Source: an optimization exercise on an open RTL-to-GDS flow (aim: small area and a short achievable clock period). Production flows keep margins and buffers that such runs may drop. RTL that was checked went through simulation tests only; none was proved equivalent to the original. Function not checked in run 1: the RTL went through the layout flow alone. No activity file was given, so power comes from the tool's default toggle rates.

[flow/config.mk]
export PLATFORM = sky130hd
export DESIGN_NAME = param_stack
export DESIGN_NICKNAME = param_stack
export VERILOG_FILES = /design/flow/design.v
export SDC_FILE = /design/flow/constraint.sdc
export NUM_CORES = 4
export LEC_CHECK = 0
export CAP_MARGIN = 20
export CORE_MARGIN = 2
export CORE_UTILIZATION = 70
export CTS_CLUSTER_DIAMETER = 100
export CTS_CLUSTER_SIZE = 25
export SETUP_SLACK_MARGIN = 2.35
export SLEW_MARGIN = 20
[flow/constraint.sdc]
create_clock -name core_clock -period 4.5 [get_ports {clk}]
set_input_delay 0.9000 -clock core_clock [delete_from_list [all_inputs] [get_ports {clk}]]
set_output_delay 0.9000 -clock core_clock [all_outputs]
set_load 0.01 [all_outputs]
[flow/design.v]
package stack_pkg;
  localparam int DATA_W_DEF = 8;
  localparam int DEPTH_DEF  = 256;
endpackage
module stack_ram (
  input  logic       clk,
  input  logic [15:0] wb_we0_i,   
  input  logic [15:0] wb_we1_i,   
  input  logic [7:0]  wb_data0_i,
  input  logic [7:0]  wb_data1_i,
  input  logic [3:0] rd_row0_i,
  input  logic [3:0] rd_row1_i,
  output logic [7:0] rd_data0_o,
  output logic [7:0] rd_data1_o
);
  logic [31:0][7:0][7:0] ring_q;
  logic [15:0][7:0]      tail0, tail1;
  always_ff @(posedge clk) begin
    for (int g = 0; g < 32; g++) begin
      ring_q[g][0] <= ring_q[g][7];
      if (g % 2 == 0) begin
        if (wb_we0_i[g / 2]) ring_q[g][1] <= wb_data0_i;
        else                                      ring_q[g][1] <= ring_q[g][0];
      end else begin
        if (wb_we1_i[g / 2]) ring_q[g][1] <= wb_data1_i;
        else                                      ring_q[g][1] <= ring_q[g][0];
      end
      for (int j = 2; j < 8; j++) ring_q[g][j] <= ring_q[g][j-1];
    end
  end
  always_comb begin
    for (int h = 0; h < 16; h++) begin
      tail0[h] = ring_q[2*h][7];
      tail1[h] = ring_q[2*h+1][7];
    end
  end
  assign rd_data0_o = tail0[rd_row0_i];
  assign rd_data1_o = tail1[rd_row1_i];
endmodule
module param_stack #(
  parameter int DATA_W = stack_pkg::DATA_W_DEF,
  parameter int DEPTH  = stack_pkg::DEPTH_DEF,
  parameter int PTR_W  = 8
) (
  input  logic              clk,
  input  logic              rst,
  input  logic              push,
  input  logic              pop,
  input  logic              tos,
  input  logic              clr_err,
  input  logic [DATA_W-1:0] d_in,
  output logic [DATA_W-1:0] d_out,
  output logic              d_out_vld,
  output logic [PTR_W:0]    count,
  output logic              empty,
  output logic              full,
  output logic              overflow,
  output logic              underflow
);
  logic [8:0]       cnt_q;
  logic             empty_q, full_q;
  logic [7:0]       dout_q;
  logic             vld_q, ovf_q, unf_q;
  logic [15:0][7:0] cache_q;
  logic [15:0]      sv_q;       
  logic [15:0]      sd_q;       
  logic [2:0]       ph_q;       
  logic [1:0]       evt_q;      
  logic [1:0][3:0]  hi_q;       
  logic [1:0]       ld_en_q;
  logic [1:0][15:0] wb_we_q;    
  logic [1:0][7:0]  wb_data_q, ld_data_q;
  logic [2:0]       ld_off_q;
  logic [7:0]       rd_data0, rd_data1;
  logic       inc, dec, repl, rd;
  logic [3:0]       sa;
  logic [15:0]      oh_a, oh_b;    
  logic [15:0][7:0] cache_top;     
  assign sa = cnt_q[3:0];
  always_comb begin
    for (int s = 0; s < 16; s++) begin
      oh_a[s]      = (sa == 4'(s));
      oh_b[s]      = (sa == 4'(s + 1));
      cache_top[s] = cache_q[(s + 15) % 16];
    end
  end
  assign inc  = push && !full_q && (!pop || empty_q);
  assign dec  = pop && !push && !empty_q;
  assign repl = push && pop && !empty_q;
  assign rd   = !empty_q && (pop || (tos && !push));
  logic [2:0] ph_n;
  assign ph_n = ph_q + 3'd1;
  logic [1:0][3:0] hi_d;
  logic [1:0]      evt_d;
  always_comb begin
    for (int p = 0; p < 2; p++) begin
      logic [3:0] s;
      s = {p[0], ph_n};
      hi_d[p]  = (s < cnt_q[3:0]) ? cnt_q[7:4] : cnt_q[7:4] - 4'd1;
      evt_d[p] = (inc && oh_a[s]) || ((dec || repl) && oh_b[s]);
    end
  end
  logic [1:0] wb_go, ld_go;
  always_comb begin
    for (int p = 0; p < 2; p++) begin
      wb_go[p] = sd_q[{p[0], ph_q}] && !evt_q[p];
      ld_go[p] = !sv_q[{p[0], ph_q}] && !evt_q[p];
    end
  end
  always_ff @(posedge clk) begin
    ld_data_q[0] <= rd_data0;
    ld_data_q[1] <= rd_data1;
    for (int p = 0; p < 2; p++) begin
      wb_data_q[p] <= cache_q[{p[0], ph_q}];
      for (int h = 0; h < 16; h++) wb_we_q[p][h] <= wb_go[p] && hi_q[p] == 4'(h);
    end
    hi_q     <= hi_d;
    evt_q    <= evt_d;
    ld_off_q <= ph_q;
  end
  always_ff @(posedge clk) begin
    if (rst) begin
      cnt_q   <= '0;
      empty_q <= 1'b1;
      full_q  <= 1'b0;
      dout_q  <= '0;
      vld_q   <= 1'b0;
      ovf_q   <= 1'b0;
      unf_q   <= 1'b0;
      sv_q    <= '1;
      sd_q    <= '0;
      ph_q    <= '0;
      ld_en_q <= '0;
    end else begin
      ph_q    <= ph_n;
      ld_en_q <= ld_go;
      if (inc) begin
        cnt_q   <= cnt_q + 9'd1;
        empty_q <= 1'b0;
        full_q  <= (cnt_q == 9'd255);
      end else if (dec) begin
        cnt_q   <= cnt_q - 9'd1;
        empty_q <= (cnt_q == 9'd1);
        full_q  <= 1'b0;
      end
      vld_q <= rd;
      if (rd) dout_q <= cache_top[sa];
      ovf_q <= (ovf_q && !clr_err) || (push && !pop && full_q);
      unf_q <= (unf_q && !clr_err) || (empty_q && (pop || (tos && !push)));
      for (int s = 0; s < 16; s++) begin
        if ((inc && oh_a[s]) || (repl && oh_b[s])) begin
          cache_q[s] <= d_in;
          sv_q[s]    <= 1'b1;
          sd_q[s]    <= 1'b1;
        end else if (dec && oh_b[s]) begin
          sv_q[s] <= (cnt_q <= 9'd16);
          sd_q[s] <= 1'b0;
        end else begin
          if (ld_en_q[s / 8] && ld_off_q == 3'(s % 8) && !sv_q[s]) begin
            cache_q[s] <= ld_data_q[s / 8];
            sv_q[s]    <= 1'b1;
          end
          if (ph_q == 3'(s % 8) && wb_go[s / 8]) sd_q[s] <= 1'b0;
        end
      end
    end
  end
  stack_ram u_ram (
    .clk        (clk),
    .wb_we0_i   (wb_we_q[0]),
    .wb_we1_i   (wb_we_q[1]),
    .wb_data0_i (wb_data_q[0]),
    .wb_data1_i (wb_data_q[1]),
    .rd_row0_i  (hi_q[0]),
    .rd_row1_i  (hi_q[1]),
    .rd_data0_o (rd_data0),
    .rd_data1_o (rd_data1)
  );
  assign count     = cnt_q;
  assign empty     = empty_q;
  assign full      = full_q;
  assign d_out     = dout_q;
  assign d_out_vld = vld_q;
  assign overflow  = ovf_q;
  assign underflow = unf_q;
endmodule
[flow/run.sh]
#!/bin/bash
# synth_recipe.tcl (not shown) runs the flow's synth.tcl, then flattens the netlist and writes it again
# the make line also repeats each setting of config.mk as NAME=value (left out here)
make -C /OpenROAD-flow-scripts/flow DESIGN_CONFIG=/design/flow/config.mk WORK_HOME=/design/flow/orfs CLKGATE_MAP_FILE= SYNTH_SCRIPT=/design/flow/synth_recipe.tcl finish
==> qor.csv, run 1 <==
stage,metric,value,unit
sta,min_period,2.262,ns
sta,report.final.slew_viol_count,0,
yosys,synth_cell_types,63,
layout,drive_gt1_share,26.50,%
layout,synth_to_layout_area_growth,11.37,%
sta,timing.clock.skew,0.07126,ns
worst_setup_path,cpLargestDelayFamily,simple AND/OR/NAND/NOR gates,
yosys,synthesis.area_per_instance,16.78,sq um
power,power-per-cell-area,579.9,mW/mm^2
global_routing,first_global_vias,28475,
global_routing,grt_max_degree,57,
yosys,syn_area,0.05926,sq mm
clock_network,worst_skew_pair.late_latency,0.72,ns
route,detail_route.wl_per_cell,26.33,um
sta,worst_setup_slack_final,2.238,ns
hold_path,whs_path_depth,0,
hold_path,hold_path_startpoint,u_ram.ring_q[949],
worst_setup_path,crit-reg2reg-capture,evt_q[1],
clock_network,cts_inserted_buffers,102,
worst_setup_path,worst_setup_path_start_kind,register,
sta,worst_slew_margin_rel,15.41,%
worst_setup_path,cpMaxStageDelayCell,mux2i_1,
sta,fmaxAchievable,442.1,MHz
worst_setup_path,path_buf_inv,3,
yosys,synth_sequential_area_ratio,80.27,%
route,drt-vias-per-instance,5.704,
yosys,ys_ff_latch,2312,
yosys,synth_flop_cell,dfxtp_1,
route,vias,27611,
worst_setup_path,timing.reg2reg.worst_path_depth,8,
global_routing,antenna_found_initial,7,
layout,finalNetCount,3717,
floorplan,total_die_area,0.08700,sq mm
yosys,synthesis.instances,3531,
route,drc,0,
floorplan,initial_utilization,70.81,%
sta,setup_viol,0,
floorplan,num_io_pins,36,
global_routing,globalRouteTotalUtil,29.07,%
worst_setup_path,timing.setup.critical_path_class,register to register,
floorplan,die_h,295.0,um
worst_setup_path,reg2reg_slack,2.24,ns
clock_network,ctsHtreeMaxLevel,3,
hold_path,path_category_of_the_worst_min_delay_check,register to register,
placed_design,port_buffers,35,
layout,filler_cell_count,4248,
route,antenna_violating_nets_post_route,0,
sta,report.final.hold_viol_count,0,
route,drt_pass1_iterations,9,
worst_setup_path,critPathArrivalTime,2.79,ns
placed_design,gpl.final_weighted_congestion,0.9535,
sta,timing.final.crit_share,50.27,%
layout,final-seq-area,0.04764,sq mm
clock_network,clk_transition_reported_paths,0.11,ns
clock_network,cts_root_buffer,clkbuf_16,
job,cap_violations,0,
floorplan,core_area,0.08369,sq mm
yosys,synth-edff-count,128,
yosys,synth.largest_area_cell,dfxtp_1,
yosys,synthesis.yosys.warnings,2,
clock_network,tritoncts,yes,
clock_network,tritoncts_num_sinks,2312,
worst_setup_path,critPathCaptureType,register,
worst_setup_path,maximum_cell_stage_delay_along_the_critical_path,0.39,ns
sta,worst_margin_slew,1.265,ns
power,power_leakage,25.83,nW
floorplan,fp-row-count,106,
yosys,ys_async_rst_share,0,%
clock_network,cts_buffer_depth,3,
hold_path,min_to,u_ram.ring_q[957],
placed_design,dp_slack,1.100,ns
sta,rsz0062_at_grt,true,
route,first_iter_violations,2730,
run_status,outcome,no timing/DRC/antenna violations,
layout,multiInputGateArea,0.01209,sq mm
worst_setup_path,worst_path_required_time,5.03,ns
placed_design,hpwl,72.49,mm
global_routing,wire_length_of_the_first_global_routing_pass,185.7,mm
worst_setup_path,critical-path-top-cell-by-count,buf_6,
global_routing,grt.overflow.total,0,
route,detail_route.wirelength,127.5,mm
floorplan,fp.dieW,295.0,um
yosys,net_count_after_synthesis,3563,
worst_setup_path,cp_max_fo,5,
yosys,synth_top_area_share,73.78,%
power,peakVddDrop,0.0004841,V
sta,setup_total_negative_slack,0,ns
worst_setup_path,crit_path_cell_trace,buf_6 -> clkinvlp_4 -> ha_4 -> buf_6 -> mux2i_1 -> nor4_1 -> nor3_1 -> o221ai_1,
yosys,yosys-top-cells-area,"dfxtp_1 (74%), mux2_2 (7.8%), edfxtp_1 (6.5%), mux4_2 (5.4%), clkbuf_1 (0.59%)",
worst_setup_path,r2r-start,cnt_q[1],
-- cell families (layout without fill, tap and decap cells) --
logic type / Yosys count / after routing / synth area share (%)
mux: 581 / 581 / 13.79
fa+ha+maj: 18 / 18 / 0.3801
buf+inv: 179 / 339 / 1.368
xor+xnor: 9 / 9 / 0.1330
simple gates: 298 / 312 / 2.618
compound gates: 134 / 134 / 1.446
flops: 2312 / 2312 / 80.27
other cells: 0 / 2 / 0
-- cell usage in the layout, fill, tap and decap left out, types with 7 or more instances in the layout --
cell,n
buf_12,20
nor4_1,12
mux2i_1,25
a21oi_4,15
nor2b_1,7
o22ai_1,12
clkbuf_1,12
a31oi_1,10
nor2_1,21
buf_6,23
o21ai_0,12
nor3_1,43
mux4_2,142
nand3_4,24
mux2_4,84
o311ai_0,7
dfxtp_1,2155
dfxtp_2,13
inv_1,19
mux2_2,325
edfxtp_1,128
buf_4,109
nand3_1,36
buf_2,17
dfxtp_4,16
nand2_1,80
clkdlybuf4s50_1,10
nand2b_1,13
a21oi_1,34
clkbuf_16,105
ha_1,12
-- layout make-up --
cell class / count / area share, %
multi-input cells: 1054 / 18.32
diodes: 2 / 0.007583
inverters: 25 / 0.1744
repair buffers: 190 / 2.874
clock buffers: 116 / 4.012
clock inverters: 8 / 0.2749
flip-flops and latches: 2312 / 72.19
well taps: 1134 / 2.150
-- per-layer routing --
layer | vias to the layer above | GRT usage, % | share of wire (%)
li1 | 12274 | - | -
met4 | 6 | 11.56 | 4.8
met2 | 1162 | 45.56 | 45
met3 | 361 | 4.263 | 6.9
met1 | 13808 | 41.48 | 43
met5 | - | 0 | 0.036
-- timing repair --
action                     4_1_cts  5_1_grt
resized for setup              260       94
pin swaps                       37       38
cloned                          11        7
hold buffers                     0        0
setup endpoints to repair      397      255
buffers inserted                96       33
-- worst max-delay path by stage --
stage	startpoint	to	slack, ns	depth (start not counted)
after floorplan	pop	cache_q[80]	2.08	5
after global routing	cnt_q[2]	count[2]	2.25	2
after detailed placement	pop	cache_q[107]	1.10	6
after global placement	pop	cache_q[107]	1.17	6
final	cnt_q[1]	evt_q[1]	2.24	8
after CTS	cnt_q[2]	count[2]	2.23	2
-- cells in the mapped netlist, types with 4 or more instances --
| cell | count |
|---|---|
| a21boi_0 | 4 |
| a21o_1 | 5 |
| a21oi_1 | 49 |
| a22oi_1 | 4 |
| a31oi_1 | 11 |
| and2_1 | 7 |
| and3_1 | 5 |
| buf_1 | 6 |
| buf_2 | 39 |
| buf_4 | 8 |
| buf_6 | 8 |
| clkbuf_1 | 93 |
| dfxtp_1 | 2184 |
| edfxtp_1 | 128 |
| ha_1 | 18 |
| inv_1 | 24 |
| mux2_2 | 409 |
| mux2i_1 | 26 |
| mux4_1 | 4 |
| mux4_2 | 142 |
| nand2_1 | 84 |
| nand2b_1 | 14 |
| nand3_1 | 49 |
| nand3b_1 | 4 |
| nand4_1 | 4 |
| nand4b_1 | 4 |
| nor2_1 | 23 |
| nor2b_1 | 16 |
| nor3_1 | 44 |
| nor3b_1 | 6 |
| nor4_1 | 13 |
| o21ai_0 | 13 |
| o22ai_1 | 12 |
| o311ai_0 | 7 |
| o31ai_1 | 4 |
| or2_2 | 4 |
| or3_1 | 6 |
| xnor2_1 | 4 |
| xor2_1 | 5 |
-- sequential cells by signal, indices dropped and copies added, names as in the netlist, 9 cells and up --
name          cells
cache_q         128
cnt_q             9
ld_data_q        16
sd_q             16
sv_q             16
u_ram.ring_q   2048
wb_data_q        16
wb_we_q          32
-- power breakdown --
part	internal [W]	switching (W)	leakage [nW]
sequential	0.0235	0.00148	19.0
combinational	0.00167	0.00134	5.50
clock	0.00429	0.00597	1.37
-- worst register-to-register path: cells and delay by family, from the launching register on --
kind | cells | cell delay, ns
and+or+nand+nor | 2 | 0.40
buffers and inverters | 3 | 0.39
muxes | 1 | 0.39
DFF | 1 | 0.38
AOI/OAI and AO/OA | 1 | 0.29
adders and majority gates | 1 | 0.22
-- per-stage QoR --
step	area [sq um]	power, W	util (%)	hold WS, ns	instances
finish	66000	0.03827	78.86	0.2912	4841
global route	65990	0.03939	78.86	0.2892	4839
CTS	65270	0.03815	77.99	0.2887	4799
detailed placement	60800	0.02775	72.66	0.3121	4568
global placement	60800	0.02754	72.66	0.3101	4568
floorplan	59720	0.02641	-	0.3096	3531
==> run 2: changes to the inputs <==
--- a/flow/design.v
+++ b/flow/design.v
@@ -67,3 +67,4 @@
   logic [2:0]       ph_q;       
-  logic [1:0]       evt_q;      
+  logic [1:0]       wbg_q;      
+  logic [1:0]       ldg_q;      
   logic [1:0][3:0]  hi_q;       
@@ -102,9 +103,11 @@
   end
-  logic [1:0] wb_go, ld_go;
+  logic [1:0] wb_go, ld_go, wbg_d, ldg_d;
   always_comb begin
     for (int p = 0; p < 2; p++) begin
-      wb_go[p] = sd_q[{p[0], ph_q}] && !evt_q[p];
-      ld_go[p] = !sv_q[{p[0], ph_q}] && !evt_q[p];
+      wbg_d[p] = sd_q[{p[0], ph_n}] && !evt_d[p];
+      ldg_d[p] = !sv_q[{p[0], ph_n}] && !evt_d[p];
     end
   end
+  assign wb_go = wbg_q;
+  assign ld_go = ldg_q;
   always_ff @(posedge clk) begin
@@ -117,3 +120,2 @@
     hi_q     <= hi_d;
-    evt_q    <= evt_d;
     ld_off_q <= ph_q;
@@ -133,2 +135,4 @@
       ld_en_q <= '0;
+      wbg_q   <= '0;
+      ldg_q   <= '0;
     end else begin
@@ -136,2 +140,4 @@
       ld_en_q <= ld_go;
+      wbg_q   <= wbg_d;
+      ldg_q   <= ldg_d;
       if (inc) begin
--- a/flow/config.mk
+++ b/flow/config.mk
@@ -10,4 +10,4 @@
 export CORE_UTILIZATION = 70
-export CTS_CLUSTER_DIAMETER = 100
-export CTS_CLUSTER_SIZE = 25
+export CTS_CLUSTER_DIAMETER = 50
+export CTS_CLUSTER_SIZE = 30
 export SETUP_SLACK_MARGIN = 2.35
==> qor.csv, run 2 <==
stage,metric,value,unit,change
route,antenna_violating_nets_post_route,0,,unchanged
clock_network,tritoncts,yes,,
sta,worst_slew_margin_rel,31.45,%,+16 points
sta,report.final.slew_viol_count,0,,unchanged
layout,largest_register_ffs,2048,,unchanged
yosys,ys_ff_latch,2314,,+0.087%
yosys,synth-edff-count,128,,unchanged
floorplan,core_area,0.08356,sq mm,-0.16%
worst_setup_path,worst_setup_path_start_kind,register,,
yosys,synth_flop_cell,dfxtp_1,,
run_status,outcome,no timing/DRC/antenna violations,,
power,total_power,0.03712,W,-3.0%
global_routing,antenna_found_initial,3,,-4
floorplan,initial_utilization,70.68,%,-0.13 points
power,combinationalPowerShare,3.8,%,-4.1 points
floorplan,die_h,294.5,um,-0.17%
layout,instances_no_fill,4826,,-0.31%
power,peakVddDrop,0.0005052,V,+4.4%
worst_setup_path,crit-reg2reg-capture,hi_q[0],,
yosys,synthesis.instances,3518,,-0.37%
placed_design,dp_cells,4502,,-1.4%
yosys,synthesis.yosys.warnings,2,,unchanged
layout,largest_registers,"u_ram.ring_q: 2048 flops, cache_q: 128 flops, wb_we_q: 32 flops",,
worst_setup_path,timing.reg2reg.worst_path_depth,9,,+1
clock_network,tritoncts_num_sinks,2314,,+0.087%
power,switchingPower,0.008519,W,-3.1%
hold_path,min_to,u_ram.ring_q[551],,
sta,min_period,2.216,ns,-0.04577 ns
yosys,ys_async_rst_share,0,%,unchanged
hold_path,path_category_of_the_worst_min_delay_check,register to register,,
layout,final-seq-area,0.04768,sq mm,about the same
power,power_leakage,26.22,nW,+1.5%
layout,most_common_cell_after_layout_fill_and_taps_aside,dfxtp_1,,
clock_network,cts_buffer_depth,3,,unchanged
worst_setup_path,critPathCaptureType,output port,,
route,detail_route.wl_per_cell,26.40,um,+0.28%
power,power.share.switching,22.95,%,about the same
worst_setup_path,worst_path_required_time,3.60,ns,-1.43 ns
clock_network,cts_root_buffer,clkbuf_16,,
global_routing,global_route.usage.met2,47.88,%,+2.3 points
worst_setup_path,timing.setup.critical_path_class,register to output port,,
placed_design,hpwl,71.34,mm,-1.6%
yosys,yosys-top-cells-area,"dfxtp_1 (74%), edfxtp_1 (6.5%), mux4_2 (5.8%), mux2_2 (5.2%), mux2_1 (2.5%)",,
layout,finalNetCount,3664,,-1.4%
sta,report.final.hold_viol_count,0,,unchanged
layout,multiInputGateArea,0.01140,sq mm,-5.7%
placed_design,gpl.final_weighted_congestion,0.9215,,-3.4%
clock_network,ctsHtreeMaxLevel,4,,+1
power,power_frac_seq,58.2,%,-7.1 points
route,vias,27063,,-2.0%
power,power-per-cell-area,556.6,mW/mm^2,-4.0%
global_routing,globalRouteTotalUtil,29.86,%,+0.79 points
clock_network,clk_transition_reported_paths,0.10,ns,about the same
route,drt-vias-per-instance,5.608,,-1.7%
yosys,synth-compound-area-share,1.131,%,-0.31 points
global_routing,grt.overflow.total,0,,unchanged
yosys,dominant_combinational_cell_family_by_area_after_synthesis,multiplexers,,
layout,drive_gt1_share,24.00,%,-2.5 points
sta,setup_viol,0,,unchanged
yosys,post_synth_fa_ha_maj_area_fraction,0.3602,%,-0.020 points
sta,rsz0062_at_grt,true,,
hold_path,whs_path_depth,0,,unchanged
layout,synth_to_layout_area_growth,12.92,%,
sta,worst_margin_slew,1.027,ns,-0.2381 ns
global_routing,top_usage_layer,met2,,
sta,timing.final.crit_share,49.25,%,-1.0 points
worst_setup_path,critPathArrivalTime,1.32,ns,-1.47 ns
global_routing,use_met1,42.16,%,+0.68 points
route,drt_pass1_iterations,7,,-2
global_routing,wire_length_of_the_first_global_routing_pass,189.2,mm,+1.9%
layout,layout.core_utilization,79.81,%,+0.95 points
yosys,cell_with_the_most_instances_after_synthesis,dfxtp_1,,
hold_path,hold_path_startpoint,u_ram.ring_q[543],,
sta,setup_total_negative_slack,0,ns,unchanged
yosys,synth_top_area_share,74.10,%,+0.32 points
placed_design,port_buffers,35,,unchanged
job,cap_violations,0,,unchanged
layout,largest_register,u_ram.ring_q,,
yosys,synth.cells.most_frequent,"dfxtp_1 (2186), mux2_2 (274), mux4_2 (153), mux2_1 (131), edfxtp_1 (128)",,
yosys,syn_area,0.05906,sq mm,-0.34%
yosys,synthesis.area_per_instance,16.79,sq um,about the same
layout,n_antenna_cell,0,,-2
worst_setup_path,reg2reg_slack,2.36,ns,+0.12 ns
layout,filler_cell_count,3886,,-8.5%
yosys,net_count_after_synthesis,3549,,-0.39%
global_routing,first_global_vias,28591,,+0.41%
route,first_iter_violations,2072,,-24%
yosys,synth_cell_types,63,,unchanged
worst_setup_path,cp_max_fo,2,,-3
yosys,synth_mux_area_share,13.64,%,-0.14 points
floorplan,fp-row-count,106,,unchanged
worst_setup_path,r2r-start,cnt_q[1],,
floorplan,num_io_pins,36,,unchanged
global_routing,grt_max_degree,55,,-3.5%
power,p_int,0.02860,W,-3.0%
route,drc,0,,unchanged
power,clock_power_share,37.9,%,+11 points
clock_network,cts_inserted_buffers,135,,+32%
clock_network,cts_hold_buffers,0,,unchanged
clock_network,worst_skew_pair.late_latency,0.77,ns,+0.05 ns
layout,most-common-layout-cells,"dfxtp_1 (2160), mux2_2 (271), mux4_2 (153)",,
worst_setup_path,timing.critical_path.from,cnt_q[2],,
sta,fmaxAchievable,451.2,MHz,+2.1%
route,detail_route.wirelength,127.4,mm,about the same
yosys,synth-simple-area-share,2.850,%,+0.23 points
yosys,synth_sequential_area_ratio,80.61,%,+0.34 points
global_routing,grt_use_met3,5.475,%,+1.2 points
floorplan,fp.dieW,294.5,um,-0.17%
yosys,synth.largest_area_cell,dfxtp_1,,
floorplan,total_die_area,0.08671,sq mm,-0.34%
yosys,yosys.area_share.xor_xnor,0.1038,%,-0.029 points
sta,timing.clock.skew,0.04454,ns,-0.02672 ns
run 2: changes by cell type after synthesis, sizes merged, moves of 9 or more:
| cell | before | now |
|---|---|---|
| nor2 | 23 | 74 |
| nand3 | 49 | 78 |
| nor3 | 44 | 21 |
| mux2i | 26 | 5 |
| nand2 | 84 | 97 |
| inv | 24 | 12 |
| a221o | 0 | 10 |
| o22ai | 12 | 2 |
| a21oi | 49 | 58 |
| nor4 | 15 | 6 |
run 2: kinds of logic after synthesis:
kind of cell             Yosys count
buffers and inverters            163
flip-flops                      2314
AND/OR/NAND/NOR                  347
AO/OA/AOI/OAI                    107
multiplexers                     563
adder cells (fa/ha/maj)           17
XOR/XNOR                           7
run 2: routing by layer:
metal  part of all wire, %  up-vias
met4                   2.8        0
met2                    48      943
met1                    44    13685
met3                   5.9      223
met5                     0        -
li1                      -    12212
run 2: worst max path at each step:
| stage | end | slack (ns) | cells past startpoint |
|---|---|---|---|
| 2_1_floorplan | cache_q[10] | 2.17 | 11 |
| 3_3_place_gp | cache_q[102] | 1.16 | 6 |
| 3_5_place_dp | cache_q[100] | 1.09 | 6 |
| 4_1_cts | count[2] | 2.15 | 2 |
| 5_1_grt | count[2] | 2.26 | 2 |
| 6_report | count[2] | 2.28 | 2 |
run 2: worst max-delay path, cell delays in order, from the launching register on:
cell	delay [ns]
dfxtp_4	0.35
buf_12	0.12
buf_6	0.11
run 2: final cells by class:
class / instances / area share [%]
Clock buffer: 156 / 5.396
Clock inverter: 94 / 1.863
Inverter: 14 / 0.1126
Multi-Input combinational cell: 1048 / 17.10
Sequential cell: 2314 / 71.50
Tap cell: 1080 / 2.026
Timing Repair Buffer: 120 / 2.004
run 2: power groups by stage:
stage / Clock, W / Sequential [W] / Combinational (W)
floorplan: 0 / 0.0217 / 0.000993
global placement: 0 / 0.0221 / 0.00106
detailed placement: 0 / 0.0221 / 0.00108
CTS: 0.0142 / 0.0216 / 0.00138
global route: 0.0149 / 0.0217 / 0.00149
finish: 0.0141 / 0.0216 / 0.00142
run 2: metrics by stage:
stage               hold WS (ns)  cell area [sq um]  setup slack, ns
finish                    0.3067              66690            2.284
global route              0.3065              66690            2.256
CTS                       0.3038              66450            2.146
detailed placement        0.3121              60540            1.094
global placement          0.3098              60540            1.156
floorplan                 0.3096              59550            2.171
run 2: what timing repair did:
item	4_1_cts	5_1_grt
resized for setup	189	41
endpoints found under the setup margin	349	212
cloned	9	2
buffers inserted	53	10
pin swaps	20	18
==> run 3: changes to the inputs <==
--- a/flow/config.mk
+++ b/flow/config.mk
@@ -9,5 +9,5 @@
 export CORE_MARGIN = 2
-export CORE_UTILIZATION = 70
-export CTS_CLUSTER_DIAMETER = 50
-export CTS_CLUSTER_SIZE = 30
+export CORE_UTILIZATION = 80
+export CTS_CLUSTER_DIAMETER = 100
+export CTS_CLUSTER_SIZE = 25
 export SETUP_SLACK_MARGIN = 2.35
==> qor.csv, run 3 <==
stage,metric,value,unit,change
placed_design,gpl.final_weighted_congestion,0.9397,,+2.0%
yosys,ys_ff_latch,2314,,unchanged
yosys,synth-simple-area-share,2.850,%,unchanged
clock_network,postCtsSetupRepairBufs,79,,+49%
floorplan,num_io_pins,36,,unchanged
yosys,yosys.area_share.xor_xnor,0.1038,%,unchanged
yosys,dominant_combinational_cell_family_by_area_after_synthesis,multiplexers,,
yosys,post_synth_fa_ha_maj_area_fraction,0.3602,%,unchanged
run_status,outcome,did not finish,,
placed_design,port_buffers,35,,unchanged
floorplan,die_h,275.7,um,-6.4%
run_status,last-stage-reached,clock tree synthesis,,
yosys,synth_cell_types,63,,unchanged
clock_network,cts_hold_buffers,0,,unchanged
yosys,synthesis.area_per_instance,16.79,sq um,unchanged
yosys,net_count_after_synthesis,3549,,unchanged
floorplan,initial_utilization,80.81,%,+10 points
yosys,synth.cells.most_frequent,"dfxtp_1 (2186), mux2_2 (274), mux4_2 (153), mux2_1 (131), edfxtp_1 (128)",,
clock_network,cts.repair.resized,219,,+16%
yosys,synth_flop_cell,dfxtp_1,,
yosys,synthesis.instances,3518,,unchanged
clock_network,cts_root_buffer,clkbuf_16,,
placed_design,hpwl,84.28,mm,+18%
yosys,yosys-top-cells-area,"dfxtp_1 (74%), edfxtp_1 (6.5%), mux4_2 (5.8%), mux2_2 (5.2%), mux2_1 (2.5%)",,
yosys,synthesis.yosys.warnings,2,,unchanged
clock_network,ctsHtreeMaxLevel,3,,-1
floorplan,fp.dieW,275.7,um,-6.4%
floorplan,fp-row-count,99,,-6.6%
yosys,synth-compound-area-share,1.131,%,unchanged
run_status,tool_error,[ERROR DPL-0033] detailed placement checks failed during check placement.,,
clock_network,tritoncts_num_sinks,2314,,unchanged
yosys,cell_with_the_most_instances_after_synthesis,dfxtp_1,,
clock_network,cts_buffer_depth,3,,unchanged
yosys,syn_area,0.05906,sq mm,unchanged
yosys,ys_async_rst_share,0,%,unchanged
clock_network,cts_inserted_buffers,102,,-24%
yosys,synth.largest_area_cell,dfxtp_1,,
yosys,synth-edff-count,128,,unchanged
yosys,synth_mux_area_share,13.64,%,unchanged
yosys,synth_sequential_area_ratio,80.61,%,unchanged
yosys,synth_top_area_share,74.10,%,unchanged
==> run 3: cell counts after synthesis <==
No cell type changed its count.
==> run 3: power groups by stage <==
stage / combinational (W) / sequential [W] / clock [W]
after floorplan: 0.000993 / 0.0217 / 0
after global placement: 0.00113 / 0.0220 / 0
after detailed placement: 0.00118 / 0.0221 / 0
==> run 3: worst max-delay path by stage <==
stage	startpoint	end	slack, ns
2_1_floorplan	cnt_q[1]	cache_q[10]	2.17
3_3_place_gp	push	cache_q[127]	0.77
3_5_place_dp	push	cache_q[6]	1.03
==> run 3: through the flow <==
step / std cells / setup slack (ns) / cell area (sq um) / power [W] / hold slack [ns]
after detailed placement: 4381 / 1.029 / 60380 / 0.02324 / 0.3121
after global placement: 4381 / 0.7711 / 60370 / 0.02313 / 0.3099
after floorplan: 3518 / 2.171 / 59550 / 0.02267 / 0.3096
==> run 3: logic make-up after synthesis <==
logic type / count (synthesis)
flops: 2314
mux: 563
simple gates: 347
buf+inv: 163
compound gates: 107
fa+ha+maj: 17
xor+xnor: 7
==> run 4: changes to the inputs <==
--- a/flow/config.mk
+++ b/flow/config.mk
@@ -7,5 +7,6 @@
 export LEC_CHECK = 0
+export ABC_CLOCK_PERIOD_IN_PS = 2200
 export CAP_MARGIN = 20
 export CORE_MARGIN = 2
-export CORE_UTILIZATION = 80
+export CORE_UTILIZATION = 70
 export CTS_CLUSTER_DIAMETER = 100
==> qor.csv, run 4 <==
stage,metric,value,unit,change
run_status,outcome,no timing/DRC/antenna violations,,
power,power_leakage,25.34,nW,
worst_setup_path,worst_path_required_time,3.60,ns,
floorplan,die_h,294.5,um,+6.8%
floorplan,core_area,0.08356,sq mm,
clock_network,cts_buffer_depth,3,,unchanged
route,first_iter_violations,2285,,
sta,min_period,2.201,ns,
yosys,ys_ff_latch,2314,,unchanged
clock_network,ctsHtreeMaxLevel,3,,unchanged
hold_path,hold_path_startpoint,u_ram.ring_q[117],,
yosys,synth_flop_cell,dfxtp_1,,
yosys,ys_async_rst_share,0,%,unchanged
global_routing,grt_max_degree,55,,
worst_setup_path,crit-reg2reg-capture,cache_q[68],,
yosys,synth.largest_area_cell,dfxtp_1,,
sta,report.final.hold_viol_count,0,,
layout,layout.core_utilization,77.66,%,
placed_design,port_buffers,35,,unchanged
floorplan,fp-row-count,106,,+7.1%
power,power-per-cell-area,514.0,mW/mm^2,
layout,most-common-layout-cells,"dfxtp_1 (2157), mux2_2 (270), mux4_2 (153)",,
route,wl_met1,55.35,mm,
clock_network,cts_hold_buffers,0,,unchanged
layout,most_common_cell_after_layout_fill_and_taps_aside,dfxtp_1,,
worst_setup_path,timing.setup.critical_path_class,register to output port,,
power,peakVddDrop,0.0005625,V,
sta,setup_total_negative_slack,0,ns,
global_routing,antenna_found_initial,6,,
placed_design,gpl.final_weighted_congestion,0.9215,,-1.9%
clock_network,clk_transition_reported_paths,0.11,ns,
layout,filler_cell_count,4206,,
layout,synth_to_layout_area_growth,9.879,%,
clock_network,worst_skew_pair.late_latency,0.71,ns,
sta,rsz0062_at_grt,true,,
sta,timing.final.crit_share,48.92,%,
worst_setup_path,r2r-start,cnt_q[0],,
yosys,synth_cell_types,63,,unchanged
yosys,synth.cells.most_frequent,"dfxtp_1 (2186), mux2_2 (274), mux4_2 (153), mux2_1 (131), edfxtp_1 (128)",,
route,drt-vias-per-instance,5.676,,
worst_setup_path,timing.reg2reg.worst_path_depth,7,,
layout,largest_register,u_ram.ring_q,,
route,drt_pass1_iterations,5,,
sta,worst_margin_slew,1.027,ns,
worst_setup_path,cpMaxStageDelayCell,dfxtp_4,,
clock_network,tritoncts,yes,,
sta,setup_viol,0,,
global_routing,grt.overflow.total,0,,
floorplan,initial_utilization,70.68,%,-10 points
global_routing,globalRouteTotalUtil,28.90,%,
layout,drive_gt1_share,21.99,%,
yosys,yosys-top-cells-area,"dfxtp_1 (74%), edfxtp_1 (6.5%), mux4_2 (5.8%), mux2_2 (5.2%), mux2_1 (2.5%)",,
placed_design,hpwl,71.34,mm,-15%
sta,report.final.slew_viol_count,0,,
yosys,synth_top_area_share,74.10,%,unchanged
yosys,cell_with_the_most_instances_after_synthesis,dfxtp_1,,
layout,finalNetCount,3655,,
route,detail_route.wirelength,124.5,mm,
worst_setup_path,reg2reg_slack,2.36,ns,
layout,largest_register_ffs,2048,,
route,dr.max_layer_used,met5,,
global_routing,first_global_vias,28220,,
layout,n_antenna_cell,0,,
worst_setup_path,crit_path_cell_trace,buf_12 -> buf_6,,
clock_network,tritoncts_num_sinks,2314,,unchanged
worst_setup_path,worst_setup_path_start_kind,register,,
yosys,net_count_after_synthesis,3549,,unchanged
hold_path,path_category_of_the_worst_min_delay_check,register to register,,
yosys,synth-edff-count,128,,unchanged
worst_setup_path,critPathCaptureType,output port,,
global_routing,wire_length_of_the_first_global_routing_pass,184.7,mm,
job,cap_violations,0,,
floorplan,total_die_area,0.08671,sq mm,
route,drc,0,,
yosys,synthesis.area_per_instance,16.79,sq um,unchanged
sta,worst_slew_margin_rel,31.44,%,
floorplan,fp.dieW,294.5,um,+6.8%
route,detail_route.wl_per_cell,26.35,um,
sta,timing.clock.skew,0.05661,ns,
floorplan,num_io_pins,36,,unchanged
clock_network,cts_inserted_buffers,102,,unchanged
sta,fmaxAchievable,454.2,MHz,
hold_path,min_to,u_ram.ring_q[125],,
worst_setup_path,cp_max_fo,2,,
yosys,syn_area,0.05906,sq mm,unchanged
route,route.met2.wl,58.87,mm,
yosys,synthesis.instances,3518,,unchanged
clock_network,cts_root_buffer,clkbuf_16,,
route,antenna_violating_nets_post_route,0,,
layout,largest_registers,"u_ram.ring_q: 2048 flops, cache_q: 128 flops, wb_we_q: 32 flops",,
worst_setup_path,critPathArrivalTime,1.30,ns,
yosys,synth_sequential_area_ratio,80.61,%,unchanged
worst_setup_path,maximum_cell_stage_delay_along_the_critical_path,0.37,ns,
yosys,synthesis.yosys.warnings,2,,unchanged
hold_path,whs_path_depth,0,,
sta,hold_slack,0.2827,ns,
route,routed_wl_met3,6.387,mm,
route,vias,26806,,
[run 4: cell counts after synthesis]
No cell type changed its count.
[run 4: worst max-delay path, delay by kind of cell, from the launching register on]
kind,cells,cell delay [ns]
buffers and inverters,2,0.23
DFF,1,0.37
[run 4: per-stage QoR]
stage / instances / cell area (sq um) / setup slack [ns] / total power, W
2_1_floorplan: 3518 / 59550 / 2.171 / 0.02267
3_3_place_gp: 4502 / 60540 / 1.156 / 0.02318
3_5_place_dp: 4502 / 60540 / 1.094 / 0.02323
4_1_cts: 4686 / 64420 / 2.160 / 0.03339
6_report: 4723 / 64890 / 2.299 / 0.03335
5_1_grt: 4723 / 64890 / 2.277 / 0.03418
[run 4: how the worst max path moves through the flow]
stage | startpoint | to | slack (ns) | cells past startpoint
floorplan | cnt_q[1] | cache_q[10] | 2.17 | 11
global placement | push | cache_q[102] | 1.16 | 6
detailed placement | push | cache_q[100] | 1.09 | 6
CTS | cnt_q[2] | count[2] | 2.16 | 2
global route | cnt_q[2] | count[2] | 2.28 | 2
finish | cnt_q[2] | count[2] | 2.30 | 2
[run 4: cell type report]
| class | instances | area, sq um | share of cell area (%) |
|---|---|---|---|
| sequential | 2314 | 47680 | 73.48 |
| multi-input combinational | 1052 | 11480 | 17.69 |
| clock buffer | 116 | 2636 | 4.063 |
| timing repair buffer | 140 | 1511 | 2.329 |
| tap | 1080 | 1351 | 2.082 |
| clock inverter | 7 | 156.4 | 0.2410 |
| inverter | 14 | 80.08 | 0.1234 |
[run 4: timing repair]
item | 4_1_cts | 5_1_grt
gates cloned | 9 | 6
setup endpoints to repair | 349 | 239
resized for setup | 193 | 44
pin swaps | 21 | 24
buffers inserted | 52 | 31
[run 4: power breakdown]
part	total [W]	internal, W	switching [W]
Combinational	0.00145	0.000695	0.000755
Sequential	0.0216	0.0211	0.000525
Clock	0.0103	0.00422	0.00608
[run 4: logic make-up (layout without fill, tap and decap cells)]
family | after synthesis | in the layout | synth area share, %
AO/OA/AOI/OAI | 107 | 108 | 1.131
XOR/XNOR | 7 | 7 | 0.1038
adder cells (fa/ha/maj) | 17 | 17 | 0.3602
buffers and inverters | 163 | 277 | 1.303
flip-flops | 2314 | 2314 | 80.61
multiplexers | 563 | 563 | 13.64
AND/OR/NAND/NOR | 347 | 357 | 2.850
[run 4: layer usage]
metal  global-route usage (%)  vias up
met2                    46.42      866
met4                    8.611        2
met5                   0.2836        -
met3                    4.148      237
met1                    41.41    13627
li1                         -    12074
==> run 5: changes to the inputs <==
--- a/flow/config.mk
+++ b/flow/config.mk
@@ -7,3 +7,3 @@
 export LEC_CHECK = 0
-export ABC_CLOCK_PERIOD_IN_PS = 2200
+export ABC_AREA = 1
 export CAP_MARGIN = 20
==> qor.csv, run 5 <==
stage,metric,value,unit,change
power,peakVddDrop,0.0005135,V,-8.7%
layout,largest_register_ffs,2048,,unchanged
worst_setup_path,reg2reg_slack,2.35,ns,about the same
power,power-per-cell-area,538.7,mW/mm^2,+4.8%
worst_setup_path,cp_max_fo,3,,+1
clock_network,cts_root_buffer,clkbuf_16,,
worst_setup_path,worst_path_required_time,3.60,ns,about the same
worst_setup_path,cpLargestDelayFamily,flip-flops,,
route,drt_pass1_iterations,6,,+1
yosys,synth-simple-area-share,5.978,%,+3.1 points
layout,drive_gt1_share,13.84,%,-8.2 points
route,drc,0,,unchanged
clock_network,ctsHtreeMaxLevel,3,,unchanged
placed_design,dp_cells,5382,,+20%
hold_path,min_to,u_ram.ring_q[1138],,
global_routing,grt_use_met3,4.834,%,+0.69 points
yosys,cell_with_the_most_instances_after_synthesis,dfxtp_1,,
floorplan,num_io_pins,36,,unchanged
worst_setup_path,crit_path_cell_trace,buf_12 -> buf_6,,
yosys,yosys-top-cells-area,"dfxtp_1 (74%), edfxtp_1 (6.5%), mux2_2 (4.9%), nand2_1 (3.1%), o21ai_0 (2.5%)",,
yosys,net_count_after_synthesis,4405,,+24%
global_routing,grt_max_degree,100,,+82%
layout,final_cell_area,0.06433,sq mm,-0.86%
worst_setup_path,r2r-start,ph_q[1],,
worst_setup_path,crit-reg2reg-capture,hi_q[4],,
layout,synth_to_layout_area_growth,8.541,%,
yosys,synth_cell_types,41,,-35%
layout,n_antenna_cell,0,,unchanged
yosys,synth_flop_cell,dfxtp_1,,
sta,fmaxAchievable,447.0,MHz,-1.6%
yosys,synth_mux_area_share,4.864,%,-8.8 points
sta,setup_total_negative_slack,0,ns,unchanged
worst_setup_path,timing.setup.critical_path_class,register to output port,,
worst_setup_path,timing.reg2reg.worst_path_depth,8,,+1
clock_network,clk_transition_reported_paths,0.11,ns,about the same
yosys,synth-compound-area-share,6.143,%,+5.0 points
yosys,synthesis.yosys.warnings,2,,unchanged
yosys,synth_sequential_area_ratio,80.32,%,-0.29 points
sta,report.final.hold_viol_count,0,,unchanged
placed_design,post_dp_cell_area,0.06056,sq mm,about the same
floorplan,initial_utilization,70.82,%,+0.14 points
placed_design,port_buffers,35,,unchanged
yosys,synth.largest_area_cell,dfxtp_1,,
sta,timing.clock.skew,0.03305,ns,-0.02356 ns
global_routing,top_usage_layer,met2,,
sta,min_period,2.237,ns,+0.03568 ns
power,power_leakage,25.65,nW,+1.2%
yosys,synth.cells.most_frequent,"dfxtp_1 (2186), nand2_1 (490), o21ai_0 (295), mux2_2 (256), nor2_1 (225)",,
clock_network,tritoncts,yes,,
power,total_power,0.03466,W,+3.9%
clock_network,cts_buffer_depth,3,,unchanged
hold_path,hold_path_startpoint,u_ram.ring_q[1130],,
yosys,synthesis.instances,4374,,+24%
clock_network,cts_hold_buffers,0,,unchanged
floorplan,die_h,295.0,um,+0.18%
clock_network,tritoncts_num_sinks,2314,,unchanged
sta,worst_margin_slew,1.205,ns,+0.1782 ns
layout,largest_registers,"u_ram.ring_q: 2048 flops, cache_q: 128 flops, wb_we_q: 32 flops",,
yosys,syn_area,0.05927,sq mm,+0.36%
clock_network,worst_skew_pair.late_latency,0.69,ns,-0.02 ns
worst_setup_path,path_buf_inv,2,,unchanged
global_routing,global_route.usage.met2,43.27,%,-3.2 points
yosys,dominant_combinational_cell_family_by_area_after_synthesis,compound AO/OA/AOI/OAI gates,,
placed_design,hpwl,72.18,mm,+1.2%
sta,timing.final.crit_share,49.71,%,+0.79 points
placed_design,gpl.final_weighted_congestion,0.9249,,+0.37%
worst_setup_path,critPathCaptureType,output port,,
clock_network,cts_inserted_buffers,102,,unchanged
floorplan,fp-row-count,106,,unchanged
sta,report.final.slew_viol_count,0,,unchanged
global_routing,grt.overflow.total,0,,unchanged
route,vias,30342,,+13%
hold_path,whs_path_depth,0,,unchanged
route,drt-vias-per-instance,5.445,,-4.1%
job,cap_violations,0,,unchanged
layout,finalNetCount,4453,,+22%
route,detail_route.wl_per_cell,21.50,um,-18%
layout,largest_register,u_ram.ring_q,,
layout,most_common_cell_after_layout_fill_and_taps_aside,dfxtp_1,,
global_routing,use_met1,39.18,%,-2.2 points
yosys,yosys.area_share.xor_xnor,0.05911,%,-0.045 points
global_routing,globalRouteTotalUtil,27.72,%,-1.2 points
floorplan,total_die_area,0.08702,sq mm,+0.36%
layout,instances_no_fill,5572,,+18%
floorplan,fp.dieW,295.0,um,+0.18%
sta,hold_slack,0.3063,ns,+0.02362 ns
yosys,ys_ff_latch,2314,,unchanged
floorplan,core_area,0.08369,sq mm,+0.16%
yosys,synth_top_area_share,73.83,%,-0.27 points
sta,worst_slew_margin_rel,19.40,%,-12 points
route,antenna_violating_nets_post_route,0,,unchanged
sta,setup_viol,0,,unchanged
global_routing,wire_length_of_the_first_global_routing_pass,180.3,mm,-2.4%
yosys,synthesis.area_per_instance,13.55,sq um,-19%
yosys,synth-edff-count,128,,unchanged
global_routing,first_global_vias,29847,,+5.8%
hold_path,path_category_of_the_worst_min_delay_check,register to register,,
worst_setup_path,worst_setup_path_start_kind,register,,
worst_setup_path,critPathArrivalTime,1.34,ns,+0.04 ns
sta,rsz0062_at_grt,true,,
route,detail_route.wirelength,119.8,mm,-3.7%
global_routing,antenna_found_initial,3,,-3
yosys,ys_async_rst_share,0,%,unchanged
route,first_iter_violations,2912,,+27%
layout,most-common-layout-cells,"dfxtp_1 (2164), nand2_1 (484), o21ai_0 (290)",,
worst_setup_path,cpMaxStageDelayCell,dfxtp_4,,
yosys,post_synth_fa_ha_maj_area_fraction,0.3589,%,-0.0013 points
worst_setup_path,maximum_cell_stage_delay_along_the_critical_path,0.38,ns,about the same
run_status,outcome,no timing/DRC/antenna violations,,
-- run 5: changes by cell type after synthesis, moves of 18 or more --
cell,previous run,this run
a21oi_1,58,94
mux4_2,153,0
clkbuf_1,88,123
a22oi_1,0,129
nand3_1,78,103
inv_1,9,119
a31oi_1,9,29
nand2_1,96,490
o211ai_1,1,27
nor2_1,74,225
mux2_2,274,256
o21ai_0,5,295
mux2_1,131,0
-- run 5: metrics by stage --
| step | util [%] | setup WS [ns] |
|---|---|---|
| after CTS | 76.62 | 2.233 |
| after global placement | 72.37 | 1.279 |
| after global routing | 76.87 | 2.223 |
| after floorplan | - | 2.267 |
| final | 76.87 | 2.263 |
| after detailed placement | 72.36 | 1.214 |
-- run 5: how the worst max path moves through the flow --
| stage | start | to | cells after the start |
|---|---|---|---|
| 2_1_floorplan | push | cache_q[48] | 7 |
| 4_1_cts | cnt_q[1] | count[1] | 2 |
| 5_1_grt | cnt_q[1] | count[1] | 2 |
| 3_3_place_gp | push | cache_q[109] | 7 |
| 3_5_place_dp | push | cache_q[87] | 7 |
| 6_report | cnt_q[1] | count[1] | 2 |
-- run 5: per-layer routing --
layer | vias up | routed length [um]
li1 | 14379 | -
met1 | 14444 | 52310
met2 | 1213 | 53660
met3 | 304 | 8750
met4 | 2 | 5039
met5 | - | 49
-- run 5: report_power, final --
group	leakage [nW]	switching, W	internal [W]
combinational	5.43	0.00133	0.000598
clock	1.35	0.00587	0.00422
sequential	18.9	0.000657	0.0220
total	25.6	0.00786	0.0268
-- run 5: final cells by class --
type / instances / area (sq um)
Clock buffer: 114 / 2640
Multi-Input combinational cell: 1753 / 10810
Fill cell: 5058 / 19350
Tap cell: 1134 / 1419
Timing Repair Buffer: 117 / 1096
Clock inverter: 6 / 146.4
Inverter: 131 / 540.5
Timing Repair inverter: 3 / 21.27
Sequential cell: 2314 / 47660
-- run 5: kinds of logic (layout without fill, tap and decap cells) --
| family | after synthesis | in the layout |
|---|---|---|
| flip-flops | 2314 | 2314 |
| AND/OR/NAND/NOR | 867 | 871 |
| AO/OA/AOI/OAI | 605 | 605 |
| buffers and inverters | 311 | 371 |
| multiplexers | 256 | 256 |
| adder cells (fa/ha/maj) | 17 | 17 |
| XOR/XNOR | 4 | 4 |
-- run 5: timing repair --
action,CTS,global route
setup buffers,50,7
pin swaps,21,8
cloned,11,2
endpoints found under the setup margin,344,205
gates resized for setup,172,30
==> run 6: changes to the inputs <==
--- a/flow/config.mk
+++ b/flow/config.mk
@@ -7,3 +7,2 @@
 export LEC_CHECK = 0
-export ABC_AREA = 1
 export CAP_MARGIN = 20
==> qor.csv, run 6 <==
stage,metric,value,unit,change
run_status,outcome,no timing/DRC/antenna violations,,
sta,worst_margin_slew,1.027,ns,-0.1782 ns
clock_network,cts_inserted_buffers,102,,unchanged
route,drc,0,,unchanged
yosys,synth.cells.most_frequent,"dfxtp_1 (2186), mux2_2 (274), mux4_2 (153), mux2_1 (131), edfxtp_1 (128)",,
sta,setup_total_negative_slack,0,ns,unchanged
floorplan,num_io_pins,36,,unchanged
route,detail_route.wl_per_cell,26.35,um,+23%
worst_setup_path,worst_setup_path_start_kind,register,,
floorplan,fp.dieW,294.5,um,-0.18%
sta,timing.final.crit_share,48.92,%,-0.79 points
yosys,syn_area,0.05906,sq mm,-0.36%
placed_design,hpwl,71.34,mm,-1.2%
global_routing,globalRouteTotalUtil,28.90,%,+1.2 points
layout,multiInputGateArea,0.01148,sq mm,+6.2%
global_routing,wire_length_of_the_first_global_routing_pass,184.7,mm,+2.5%
global_routing,grt_max_degree,55,,-45%
power,power-per-cell-area,514.0,mW/mm^2,-4.6%
sta,hold_slack,0.2827,ns,-0.02362 ns
sta,report.final.slew_viol_count,0,,unchanged
layout,drive_gt1_share,21.99,%,+8.2 points
sta,rsz0062_at_grt,true,,
job,cap_violations,0,,unchanged
clock_network,ctsHtreeMaxLevel,3,,unchanged
clock_network,clk_transition_reported_paths,0.11,ns,about the same
clock_network,cts_root_buffer,clkbuf_16,,
placed_design,gpl.final_weighted_congestion,0.9215,,-0.37%
sta,fmaxAchievable,454.2,MHz,+1.6%
route,routed_wl_met3,6.387,mm,-27%
route,antenna_violating_nets_post_route,0,,unchanged
sta,report.final.hold_viol_count,0,,unchanged
sta,min_period,2.201,ns,-0.03568 ns
sta,setup_viol,0,,unchanged
floorplan,total_die_area,0.08671,sq mm,-0.36%
layout,final-seq-area,0.04768,sq mm,about the same
route,dr.max_layer_used,met5,,
layout,largest_register,u_ram.ring_q,,
layout,filler_cell_count,4206,,-17%
placed_design,port_buffers,35,,unchanged
layout,largest_register_ffs,2048,,unchanged
layout,most-common-layout-cells,"dfxtp_1 (2157), mux2_2 (270), mux4_2 (153)",,
global_routing,first_global_vias,28220,,-5.5%
worst_setup_path,cp_max_fo,2,,-1
layout,largest_registers,"u_ram.ring_q: 2048 flops, cache_q: 128 flops, wb_we_q: 32 flops",,
route,wl_met1,55.35,mm,+5.8%
worst_setup_path,worst_path_required_time,3.60,ns,about the same
yosys,cell_with_the_most_instances_after_synthesis,dfxtp_1,,
yosys,ys_ff_latch,2314,,unchanged
yosys,synthesis.instances,3518,,-20%
layout,synth_to_layout_area_growth,9.879,%,
route,detail_route.wirelength,124.5,mm,+3.9%
worst_setup_path,critPathCaptureType,output port,,
clock_network,worst_skew_pair.late_latency,0.71,ns,+0.02 ns
hold_path,path_category_of_the_worst_min_delay_check,register to register,,
clock_network,cts_buffer_depth,3,,unchanged
layout,finalNetCount,3655,,-18%
yosys,synth_sequential_area_ratio,80.61,%,+0.29 points
clock_network,tritoncts,yes,,
layout,n_antenna_cell,0,,unchanged
route,route.met2.wl,58.87,mm,+9.7%
yosys,synth_cell_types,63,,+54%
worst_setup_path,timing.setup.critical_path_class,register to output port,,
route,drt_pass1_iterations,5,,-1
yosys,synth-edff-count,128,,unchanged
sta,timing.clock.skew,0.05661,ns,+0.02356 ns
yosys,net_count_after_synthesis,3549,,-19%
yosys,synthesis.yosys.warnings,2,,unchanged
power,power_leakage,25.34,nW,-1.2%
sta,worst_slew_margin_rel,31.44,%,+12 points
yosys,synth.largest_area_cell,dfxtp_1,,
route,first_iter_violations,2285,,-22%
yosys,synth_top_area_share,74.10,%,+0.27 points
layout,most_common_cell_after_layout_fill_and_taps_aside,dfxtp_1,,
floorplan,fp-row-count,106,,unchanged
global_routing,grt.overflow.total,0,,unchanged
worst_setup_path,critPathArrivalTime,1.30,ns,-0.04 ns
floorplan,initial_utilization,70.68,%,-0.14 points
yosys,ys_async_rst_share,0,%,unchanged
power,peakVddDrop,0.0005625,V,+9.5%
clock_network,tritoncts_num_sinks,2314,,unchanged
floorplan,core_area,0.08356,sq mm,-0.16%
route,vias,26806,,-12%
yosys,synthesis.area_per_instance,16.79,sq um,+24%
route,drt-vias-per-instance,5.676,,+4.2%
global_routing,antenna_found_initial,6,,+3
floorplan,die_h,294.5,um,-0.18%
yosys,synth_flop_cell,dfxtp_1,,
yosys,yosys-top-cells-area,"dfxtp_1 (74%), edfxtp_1 (6.5%), mux4_2 (5.8%), mux2_2 (5.2%), mux2_1 (2.5%)",,
==> run 6: cell count changes after synthesis, sizes merged, moves of 14 or more <==
cell and change:
a21oi -36, a22oi -129, a31oi -20, clkbuf -34, inv -117, mux2 +149
mux4 +153, nand2 -399, nand2b +14, nand3 -29, nor2 -157, nor2b +17
o211ai -26, o21ai -306
==> run 6: area by class of cell <==
cell class                 instances  area share [%]
sequential                      2314           73.48
multi-input combinational       1052           17.69
clock buffer                     116           4.063
timing repair buffer             140           2.329
tap                             1080           2.082
clock inverter                     7          0.2410
inverter                          14          0.1234
==> run 6: power breakdown <==
group	internal (W)	leakage (nW)	switching, W
logic	0.000695	5.17	0.000755
clock network	0.00422	1.35	0.00608
registers	0.0211	18.8	0.000525
==> run 6: worst paths after layout <==
| check | to | slack, ns | depth (start not counted) | start |
|---|---|---|---|---|
| worst min-delay path | u_ram.ring_q[125] | 0.28 | 0 | u_ram.ring_q[117] |
| worst min register to register | u_ram.ring_q[125] | 0.28 | 0 | u_ram.ring_q[117] |
| worst max-delay path | count[2] | 2.30 | 2 | cnt_q[2] |
| worst max register to register | cache_q[68] | 2.36 | 7 | cnt_q[0] |
==> run 6: metrics by stage <==
step                cell area [sq um]  std cells  setup WS [ns]  utilization [%]  total power [W]
finish                          64890       4723          2.299            77.66          0.03335
global route                    64890       4723          2.277            77.66          0.03418
CTS                             64420       4686          2.160            77.10          0.03339
detailed placement              60540       4502          1.094            72.45          0.02323
global placement                60540       4502          1.156            72.45          0.02318
floorplan                       59550       3518          2.171                -          0.02267
==> run 6: cell families (layout without fill, tap and decap cells) <==
group                    after synthesis  in the layout  share of synthesized area (%)
buffers and inverters                163            277                          1.303
adder cells (fa/ha/maj)               17             17                         0.3602
AO/OA/AOI/OAI                        107            108                          1.131
flip-flops                          2314           2314                          80.61
multiplexers                         563            563                          13.64
AND/OR/NAND/NOR                      347            357                          2.850
XOR/XNOR                               7              7                         0.1038
==> run 6: routing by layer <==
metal	vias up	GRT usage (%)
li1	12074	-
met1	13627	41.41
met2	866	46.42
met3	237	4.148
met4	2	8.611
met5	-	0.2836
==> run 6: critical path, cell delays in order, from the launching register on <==
cell,delay (ns)
dfxtp_4,0.37
buf_12,0.12
buf_6,0.11
==> run 6: timing repair <==
| action | in CTS | in global routing |
|---|---|---|
| gates cloned | 9 | 6 |
| hold endpoints to repair | 0 | 0 |
| hold buffers | 0 | 0 |
| endpoints found under the setup margin | 349 | 239 |
| setup buffers | 52 | 31 |
| pin swaps | 21 | 24 |
| gates resized for setup | 193 | 44 |
==> run 7: changes to the inputs <==
--- a/flow/config.mk
+++ b/flow/config.mk
@@ -14 +14,2 @@
 export SLEW_MARGIN = 20
+export TNS_END_PERCENT = 5
==> qor.csv, run 7 <==
stage,metric,value,unit,change
run_status,outcome,no timing/DRC/antenna violations,,
global_routing,grt.overflow.total,0,,unchanged
hold_path,hold_path_startpoint,u_ram.ring_q[799],,
layout,drive_gt1_share,20.12,%,-1.9 points
yosys,synth-edff-count,128,,unchanged
yosys,synthesis.yosys.warnings,2,,unchanged
layout,multiInputGateArea,0.01130,sq mm,-1.5%
clock_network,clk_transition_reported_paths,0.11,ns,about the same
yosys,synth_sequential_area_ratio,80.61,%,unchanged
route,drt_pass1_iterations,6,,+1
route,detail_route.wirelength,121.5,mm,-2.4%
route,first_iter_violations,2191,,-4.1%
power,peakVddDrop,0.0006067,V,+7.8%
layout,most-common-layout-cells,"dfxtp_1 (2167), mux2_2 (271), mux4_2 (153)",,
yosys,synth_cell_types,63,,unchanged
layout,most_common_cell_after_layout_fill_and_taps_aside,dfxtp_1,,
floorplan,fp.dieW,294.5,um,unchanged
hold_path,path_category_of_the_worst_min_delay_check,register to register,,
floorplan,fp-row-count,106,,unchanged
global_routing,wire_length_of_the_first_global_routing_pass,180.7,mm,-2.2%
hold_path,min_to,u_ram.ring_q[807],,
route,detail_route.wl_per_cell,25.89,um,-1.8%
global_routing,globalRouteTotalUtil,28.25,%,-0.65 points
worst_setup_path,crit-reg2reg-capture,hi_q[0],,
yosys,syn_area,0.05906,sq mm,unchanged
yosys,synthesis.instances,3518,,unchanged
clock_network,cts_buffer_depth,3,,unchanged
worst_setup_path,critPathCaptureType,register,,
yosys,ys_async_rst_share,0,%,unchanged
global_routing,first_global_vias,28053,,-0.59%
worst_setup_path,worst_path_required_time,5.04,ns,+1.44 ns
clock_network,cts_root_buffer,clkbuf_16,,
route,drc,0,,unchanged
worst_setup_path,critPathArrivalTime,2.83,ns,+1.53 ns
sta,fmaxAchievable,435.6,MHz,-4.1%
route,drt-vias-per-instance,5.693,,+0.31%
placed_design,port_buffers,35,,unchanged
clock_network,cts_inserted_buffers,102,,unchanged
route,vias,26725,,-0.30%
floorplan,num_io_pins,36,,unchanged
yosys,synth.largest_area_cell,dfxtp_1,,
sta,worst_margin_slew,0.9916,ns,-0.03539 ns
worst_setup_path,reg2reg_slack,2.20,ns,-0.16 ns
yosys,cell_with_the_most_instances_after_synthesis,dfxtp_1,,
sta,setup_viol,0,,unchanged
worst_setup_path,timing.reg2reg.worst_path_depth,8,,+1
layout,largest_registers,"u_ram.ring_q: 2048 flops, cache_q: 128 flops, wb_we_q: 32 flops",,
layout,synth_to_layout_area_growth,9.002,%,
clock_network,worst_skew_pair.late_latency,0.72,ns,about the same
power,power_leakage,25.13,nW,-0.85%
placed_design,post_dp_cell_area,0.06040,sq mm,-0.23%
sta,timing.clock.skew,0.06197,ns,+0.005357 ns
sta,worst_slew_margin_rel,33.69,%,+2.2 points
yosys,yosys-top-cells-area,"dfxtp_1 (74%), edfxtp_1 (6.5%), mux4_2 (5.8%), mux2_2 (5.2%), mux2_1 (2.5%)",,
yosys,net_count_after_synthesis,3549,,unchanged
job,cap_violations,0,,unchanged
floorplan,total_die_area,0.08671,sq mm,unchanged
clock_network,tritoncts_num_sinks,2314,,unchanged
layout,finalNetCount,3625,,-0.82%
yosys,synth_flop_cell,dfxtp_1,,
global_routing,antenna_found_initial,5,,-1
hold_path,whs_path_depth,0,,unchanged
sta,report.final.hold_viol_count,0,,unchanged
yosys,synth.cells.most_frequent,"dfxtp_1 (2186), mux2_2 (274), mux4_2 (153), mux2_1 (131), edfxtp_1 (128)",,
route,antenna_violating_nets_post_route,0,,unchanged
yosys,ys_ff_latch,2314,,unchanged
worst_setup_path,cp_max_fo,18,,+16
power,power-per-cell-area,515.2,mW/mm^2,+0.24%
clock_network,tritoncts,yes,,
layout,final-seq-area,0.04766,sq mm,about the same
sta,setup_total_negative_slack,0,ns,unchanged
worst_setup_path,timing.setup.critical_path_class,register to register,,
yosys,synth_top_area_share,74.10,%,unchanged
layout,final_cell_area,0.06437,sq mm,-0.80%
yosys,synthesis.area_per_instance,16.79,sq um,unchanged
floorplan,initial_utilization,70.68,%,unchanged
sta,rsz0062_at_grt,true,,
global_routing,grt_max_degree,55,,unchanged
worst_setup_path,worst_setup_path_start_kind,register,,
placed_design,gpl.final_weighted_congestion,0.9326,,+1.2%
layout,filler_cell_count,4429,,+5.3%
placed_design,hpwl,70.98,mm,-0.50%
sta,report.final.slew_viol_count,0,,unchanged
clock_network,ctsHtreeMaxLevel,3,,unchanged
sta,timing.final.crit_share,51.02,%,+2.1 points
worst_setup_path,timing.critical_path.from,ph_q[1],,
worst_setup_path,r2r-start,ph_q[1],,
floorplan,core_area,0.08356,sq mm,unchanged
layout,largest_register,u_ram.ring_q,,
floorplan,die_h,294.5,um,unchanged
sta,min_period,2.296,ns,+0.09438 ns
layout,largest_register_ffs,2048,,unchanged
==> run 7: cell counts after synthesis <==
No cell type changed its count.
==> run 7: critical path, stage by stage, from the launching register on <==
cell      delay (ns)
dfxtp_4         0.39
buf_12          0.17
ha_2            0.21
ha_4            0.28
clkinv_1        0.10
ha_1            0.33
o21ai_4         0.14
a21oi_4         0.11
xnor2_2         0.40
==> run 7: routing by layer <==
layer / share of wire [%] / vias up / wire (um) / global-route usage [%]
met3: 6.0 / 263 / 7289 / 4.200
met5: 0.022 / - / 27 / 0
met2: 46 / 935 / 55880 / 44.28
li1: - / 11994 / - / -
met4: 3.6 / 4 / 4361 / 9.607
met1: 44 / 13529 / 53970 / 40.90
==> run 7: cell type report <==
class                   instances  area share, %
well taps                    1080          2.099
multi-input cells            1045          17.55
diodes                          1       0.003887
repair buffers                117          1.909
clock inverters                 7         0.2430
inverters                      14         0.1011
flip-flops and latches       2314          74.04
clock buffers                 116          4.049
==> run 7: worst max path at each step <==
stage	endpoint	slack [ns]	depth (start not counted)
after floorplan	cache_q[10]	2.17	11
after global placement	cache_q[20]	1.13	5
after detailed placement	cache_q[69]	1.02	5
after CTS	count[3]	2.24	2
after global routing	cache_q[104]	2.21	9
final	hi_q[0]	2.20	8
==> run 7: what timing repair did <==
| action | CTS | global route |
|---|---|---|
| pin swaps | 19 | 10 |
| setup buffers | 30 | 31 |
| gates cloned | 3 | 4 |
| resized for setup | 136 | 25 |
| hold buffers | 0 | 0 |
| endpoints found under the setup margin | 351 | 288 |
==> run 7: cell families after synthesis <==
| family | count (synthesis) | synth area share (%) |
|---|---|---|
| AOI/OAI and AO/OA | 107 | 1.131 |
| adders and majority gates | 17 | 0.3602 |
| muxes | 563 | 13.64 |
| buffers and inverters | 163 | 1.303 |
| and+or+nand+nor | 347 | 2.850 |
| DFF | 2314 | 80.61 |
| xor gates and xnor gates | 7 | 0.1038 |
==> run 7: report_power, final <==
part | leakage (nW) | internal, W | switching, W | total [W]
sequential | 18.8 | 0.0211 | 0.000484 | 0.0216
combinational | 4.98 | 0.000653 | 0.000771 | 0.00142
clock | 1.34 | 0.00417 | 0.00601 | 0.0102
==> run 7: per-stage QoR <==
stage / total power [W] / cells / worst slack (ns) / hold slack (ns) / utilization (%)
after floorplan: 0.02265 / 3518 / 2.171 / 0.3096 / -
after global placement: 0.02317 / 4502 / 1.129 / 0.3096 / 72.28
after detailed placement: 0.02321 / 4502 / 1.022 / 0.3121 / 72.28
after CTS: 0.03322 / 4658 / 2.240 / 0.2830 / 76.64
after global routing: 0.03404 / 4693 / 2.208 / 0.2807 / 77.04
final: 0.03317 / 4694 / 2.204 / 0.2846 / 77.04

-- separate check: timing with driven ports --
How much do the figures lean on ideal ports? The routed layouts below were timed once more, with nothing changed but the port constraints. Step 1 (the two cells are an assumption about what drives the block):
set clk [get_ports {clk}]
set_driving_cell -lib_cell sky130_fd_sc_hd__clkbuf_16 $clk
set_driving_cell -lib_cell sky130_fd_sc_hd__buf_2 [delete_from_list [all_inputs] $clk]
Step 2 adds t to the input delays and takes it off the output delays; t is the mean of the earliest and latest rising clock arrival at the registers after step 1. Input paths then give back, and output paths get back, about the clock's delay inside the block. a / b / c = ideal / step 1 / step 2; a / b = the first two.
| run | shift t [ns] | slack for setup (ns) | hold slack, ns | slew at the worst register clock pin (ns) |
|---|---|---|---|---|
| run 1 | 0.745 | 2.238 / 2.202 / 1.603 | 0.291 / 0.291 / 0.291 | 0.11 / 0.11 |
| run 2 | 0.812 | 2.284 / 2.215 / 1.633 | 0.307 / 0.307 / 0.307 | 0.11 / 0.11 |
| run 4 | 0.753 | 2.299 / 2.232 / 1.663 | 0.283 / 0.283 / 0.283 | 0.11 / 0.11 |
| run 5 | 0.749 | 2.263 / 2.195 / 1.685 | 0.306 / 0.306 / 0.306 | 0.11 / 0.11 |
| run 6 | 0.753 | 2.299 / 2.232 / 1.663 | 0.283 / 0.283 / 0.283 | 0.11 / 0.11 |
| run 7 | 0.751 | 2.204 / 2.183 / 1.701 | 0.285 / 0.285 / 0.285 | 0.11 / 0.11 |
After both steps setup and hold are still met in every run listed. For run 2, which loses most, drivers alone change the setup slack by -0.069 ns; drivers and shift together by -0.651 ns.
